Background: an optimization exercise with open tools, aiming at a short achievable clock period and few clock cycles per item. Do not read the settings as production practice.
RTL that was checked went through simulation tests only; none was proved equivalent to the original.
No activity file was given, so power comes from the tool's default toggle rates.

Design multi_delimiter_record_splitter_top, start of the top module:
module multi_delimiter_record_splitter_top (
	input  logic                 clk,
	input  logic                 arst_n,
	input  logic                 data_in_valid,
	output logic                 data_in_ready,
	input  logic [7:0]           data_in_data_byte,
	input  logic                 data_in_end_of_input,
	output logic                 data_out_valid,
	input  logic                 data_out_ready,
	output logic [7:0]           data_out_out_byte,
	output logic                 data_out_is_data,
	output logic                 data_out_matched,
	output logic [mdrs_pkg::IDX_W-1:0] data_out_separator_index,
	output logic                 data_out_last,
	input  logic                 cfg_valid,
	output logic                 cfg_ready,
	input  logic [mdrs_pkg::CFG_IDX_W-1:0] cfg_index,
	input  logic [mdrs_pkg::SEP_W-1:0] cfg_data
);
	logic [3:0][7:0][7:0] sep_b;
	logic [3:0][7:0]      ci_b;
	logic [3:0][7:0]      lmask;
	logic [3:0][3:0]      beats;
	logic [3:0][mdrs_pkg::PTR_W-1:0] back;
	logic                 esc_en;
	logic [7:0]           esc_byte;
	logic       s_valid, s_push, s_match, s_eoi;
	logic [7:0] s_byte;
	logic [1:0] s_idx;
	logic [mdrs_pkg::PTR_W-1:0] s_back;
	logic       p0, p1;
	logic       rst_q;
	mdrs_cfg u_cfg (
		.clk      (clk),
		.rst_q    (rst_q),
		.wr_valid (cfg_valid),
		.wr_ready (cfg_ready),
		.wr_index (cfg_index),
		.wr_data  (cfg_data),
		.sep_b    (sep_b),
		.ci_b     (ci_b),
		.lmask    (lmask),
		.beats    (beats),
		.back     (back),
		.esc_en   (esc_en),
		.esc_byte (esc_byte)
	);
	mdrs_core u_core (
		.clk             (clk),
		.rst_q           (rst_q),
		.in_valid        (data_in_valid),
		.in_ready        (data_in_ready),
		.in_data_byte    (data_in_data_byte),
		.in_end_of_input (data_in_end_of_input),
		.sep_b           (sep_b),
		.ci_b            (ci_b),
		.lmask           (lmask),
		.beats           (beats),
		.back            (back),
		.esc_en          (esc_en),
		.esc_byte        (esc_byte),
		.s_valid         (s_valid),
		.s_push          (s_push),
		.s_match         (s_match),
		.s_eoi           (s_eoi),
		.s_byte          (s_byte),
		.s_idx           (s_idx),
		.s_back          (s_back),
		.p0              (p0),
		.p1              (p1)
  ...
export LEC_CHECK = 0
export ABC_CLOCK_PERIOD_IN_PS = 3500
export CAP_MARGIN = 20
export CORE_MARGIN = 2
export CORE_UTILIZATION = 60
export CTS_CLUSTER_DIAMETER = 80
export CTS_CLUSTER_SIZE = 24
export PLACE_DENSITY = 0.7
export SLEW_MARGIN = 20
create_clock -name core_clock -period 16.0 [get_ports {clk}]
standard.sh (not shown) runs the stock make flow with config.mk's settings and CLKGATE_MAP_FILE= SYNTH_SCRIPT=/design/flow/synth_recipe.tcl, a recipe that flattens the netlist after the stock synthesis.
==> flow/flow/run.sh <==
#!/bin/bash
# The standard layout, with the timing repair steps (after floorplan, CTS and
# global route) aiming for extra setup slack beyond the design's clock period.
# The constraints (SDC) are the design's, unchanged.
bash standard.sh SETUP_SLACK_MARGIN=12 finish > standard.log 2>&1
The baseline produced a clean layout.
Next try:
--- a/flow/config.mk
+++ b/flow/config.mk
@@ -11,4 +11 @@
-export CORE_UTILIZATION = 60
-export CTS_CLUSTER_DIAMETER = 80
-export CTS_CLUSTER_SIZE = 24
-export PLACE_DENSITY = 0.7
+export CORE_UTILIZATION = 40
Result: Sequential share of layout area shrinks by 2.9 points; utilization shrinks by 19 points; fmax shrinks by 1.4%; via count grows by 1.5%; wire length grows by 6.3%; sequential power hardly moves; worst setup slack gets worse by 0.062 ns.
Function was not checked in any run of this note: the RTL went through the layout flow alone.


multi_delimiter_record_splitter_top, a different RTL version from the one above (not shown whole).
For scale: about 3800 cells after synthesis, about 1000 flip-flops, roughly 97 I/O pins, roughly 47000 um2 of cells after synthesis.
clock: 16.0 ns
lec_check: 0
abc_clock_period_in_ps: 3500
cap_margin: 20
core_margin: 2
core_utilization: 60
cts_cluster_diameter: 150
cts_cluster_size: 30
place_density: 0.7
slew_margin: 20
==> flow/flow/run.sh <==
#!/bin/bash
# The standard layout, with two changes in how it is made:
#  - after placement, each flip-flop that drives an output port's buffer is moved
#    next to that buffer (pull_io_flops.tcl), and the placement legalized again;
#  - the timing repair steps (after CTS and global route) aim for extra setup
#    slack beyond the design's clock period.
# The constraints (SDC), synthesis and every other step are the standard ones.
set -euo pipefail
M=12
bash standard.sh SETUP_SLACK_MARGIN=$M place > place.log 2>&1
RESULTS=$PWD/orfs/results/sky130hd/multi_delimiter_record_splitter_top/base openroad -no_init -exit flow/pull_io_flops.tcl > pull_io_flops.log 2>&1
bash standard.sh SETUP_SLACK_MARGIN=$M finish > finish.log 2>&1
==> flow/flow/pull_io_flops.tcl <==
# Moves each flip-flop that drives an output port's buffer next to that buffer,
# then legalizes the placement. Nothing else changes: the same cells and nets.
set results $::env(RESULTS)
read_db $results/3_place.odb
set block [ord::get_db_block]
set moved 0
foreach bterm [$block getBTerms] {
  if {[$bterm getIoType] ne "OUTPUT"} { continue }
  set net [$bterm getNet]
  if {$net eq "NULL" || $net eq ""} { continue }
  set buf ""
  foreach it [$net getITerms] { if {[$it isOutputSignal]} { set buf [$it getInst] } }
  if {$buf eq ""} { continue }
  set innet ""
  foreach it [$buf getITerms] { if {[$it isInputSignal] && [$it getNet] ne "NULL"} { set innet [$it getNet] } }
  if {$innet eq ""} { continue }
  set drv ""
  foreach it [$innet getITerms] { if {[$it isOutputSignal]} { set drv [$it getInst] } }
  if {$drv eq ""} { continue }
  set mname [[$drv getMaster] getName]
  if {![string match "sky130_fd_sc_hd__df*" $mname] && ![string match "sky130_fd_sc_hd__edf*" $mname]} { continue }
  set loc [$buf getLocation]
  puts "move [$drv getName] ($mname) from [$drv getLocation] to $loc near [$buf getName] for [$bterm getName]"
  $drv setLocation [lindex $loc 0] [lindex $loc 1]
  incr moved
}
puts "moved $moved flip-flops"
detailed_placement
check_placement -verbose
write_db $results/3_place.odb
The baseline produced a clean layout.
Testbench counts at the start, summed over its fixed seeds: cycles 39,285, items 38,935.
Change:
==> flow/run.sh (new file) <==
#!/bin/bash
# synth_recipe.tcl (not shown) runs the flow's synth.tcl, then flattens the netlist and writes it again
# the make line also repeats each setting of config.mk as NAME=value (left out here)
make -C /OpenROAD-flow-scripts/flow DESIGN_CONFIG=/design/flow/config.mk WORK_HOME=/design/flow/orfs CLKGATE_MAP_FILE= SYNTH_SCRIPT=/design/flow/synth_recipe.tcl finish
Settings changed: CTS_CLUSTER_DIAMETER 150 to 80, CTS_CLUSTER_SIZE 30 to 24, SETUP_SLACK_MARGIN from default to 5.
removed: flow/flow/run.sh
removed: flow/flow/pull_io_flops.tcl
removed: flow/standard.sh
What happened: Setup slack loses 0.76 ns; maximum frequency falls by about 15%; wire length falls by 1.4%; total power went up by 5.3%; critical path depth went up by 5; die area is unchanged; non-clock buffer count goes down by 12; sequential share of layout area drops by 0.27 points.
Change:
==> flow/flow/run.sh (new file) <==
#!/bin/bash
# The standard layout, with two changes in how it is made:
#  - after placement, each flip-flop that drives an output port's buffer is moved
#    next to that buffer (pull_io_flops.tcl), and the placement legalized again;
#  - the timing repair steps (after CTS and global route) aim for extra setup
#    slack beyond the design's clock period.
# The constraints (SDC), synthesis and every other step are the standard ones.
set -euo pipefail
M=12
bash standard.sh SETUP_SLACK_MARGIN=$M place > place.log 2>&1
RESULTS=$PWD/orfs/results/sky130hd/multi_delimiter_record_splitter_top/base openroad -no_init -exit flow/pull_io_flops.tcl > pull_io_flops.log 2>&1
bash standard.sh SETUP_SLACK_MARGIN=$M finish > finish.log 2>&1
==> flow/flow/pull_io_flops.tcl (new file) <==
# Moves each flip-flop that drives an output port's buffer next to that buffer,
# then legalizes the placement. Nothing else changes: the same cells and nets.
set results $::env(RESULTS)
read_db $results/3_place.odb
set block [ord::get_db_block]
set moved 0
foreach bterm [$block getBTerms] {
  if {[$bterm getIoType] ne "OUTPUT"} { continue }
  set net [$bterm getNet]
  if {$net eq "NULL" || $net eq ""} { continue }
  set buf ""
  foreach it [$net getITerms] { if {[$it isOutputSignal]} { set buf [$it getInst] } }
  if {$buf eq ""} { continue }
  set innet ""
  foreach it [$buf getITerms] { if {[$it isInputSignal] && [$it getNet] ne "NULL"} { set innet [$it getNet] } }
  if {$innet eq ""} { continue }
  set drv ""
  foreach it [$innet getITerms] { if {[$it isOutputSignal]} { set drv [$it getInst] } }
  if {$drv eq ""} { continue }
  set mname [[$drv getMaster] getName]
  if {![string match "sky130_fd_sc_hd__df*" $mname] && ![string match "sky130_fd_sc_hd__edf*" $mname]} { continue }
  set loc [$buf getLocation]
  puts "move [$drv getName] ($mname) from [$drv getLocation] to $loc near [$buf getName] for [$bterm getName]"
  $drv setLocation [lindex $loc 0] [lindex $loc 1]
  incr moved
}
puts "moved $moved flip-flops"
detailed_placement
check_placement -verbose
write_db $results/3_place.odb
==> flow/standard.sh (new file) <==
#!/bin/bash
# synth_recipe.tcl (not shown) runs the flow's synth.tcl, then flattens the netlist and writes it again
# the make line also repeats each setting of config.mk as NAME=value (left out here)
make -C /OpenROAD-flow-scripts/flow DESIGN_CONFIG=/design/flow/config.mk WORK_HOME=/design/flow/orfs CLKGATE_MAP_FILE= SYNTH_SCRIPT=/design/flow/synth_recipe.tcl "${@:-finish}"
Settings changed: SETUP_SLACK_MARGIN 5 to default.
removed: flow/run.sh
Count of clock-buffer cells in the layout fell by 3.
Final area barely changes.
Cell count rose by 0.31%.
Sequential cell count does not change.
Core utilization goes up by 0.15 points.

[afterwards: timing with drivers on the ports]
In the flow no input, the clock included, has a driving cell. The finished layouts below were timed again as built, in two steps.
Step 1 assumes that a clkbuf_16 drives the clock port and a buf_2 every other input.
Step 2 moves the port delays by t, midway between the first and last clock arrival at a register: inputs arrive t later, outputs are due t later. That takes back most of the time a late clock gives input paths.
Three values: ideal ports, drivers, drivers and shift; two values: the first two.
| run | t, ns | setup slack, ns | slew at the worst register clock pin (ns) | pins driven straight from the clock port |
|---|---|---|---|---|
| the first run of note 1 | 0.726 | 11.543 / 11.478 / 11.471 | 0.10 / 0.10 | 1 |
| the second run of note 1 | 0.790 | 11.481 / 11.413 / 11.414 | 0.07 / 0.07 | 1 |
| the first run of note 2 | 0.681 | 11.651 / 11.587 / 11.403 | 0.12 / 0.12 | 1 |
| the second run of note 2 | 0.705 | 10.895 / 10.931 / 10.226 | 0.10 / 0.10 | 1 |
| the third run of note 2 | 0.706 | 11.622 / 11.555 / 11.404 | 0.11 / 0.11 | 1 |
After both steps setup and hold are still met in every run listed. The setup slack of the second run of note 2, which loses most, moves by +0.036 ns with the drivers and by -0.669 ns with both steps.
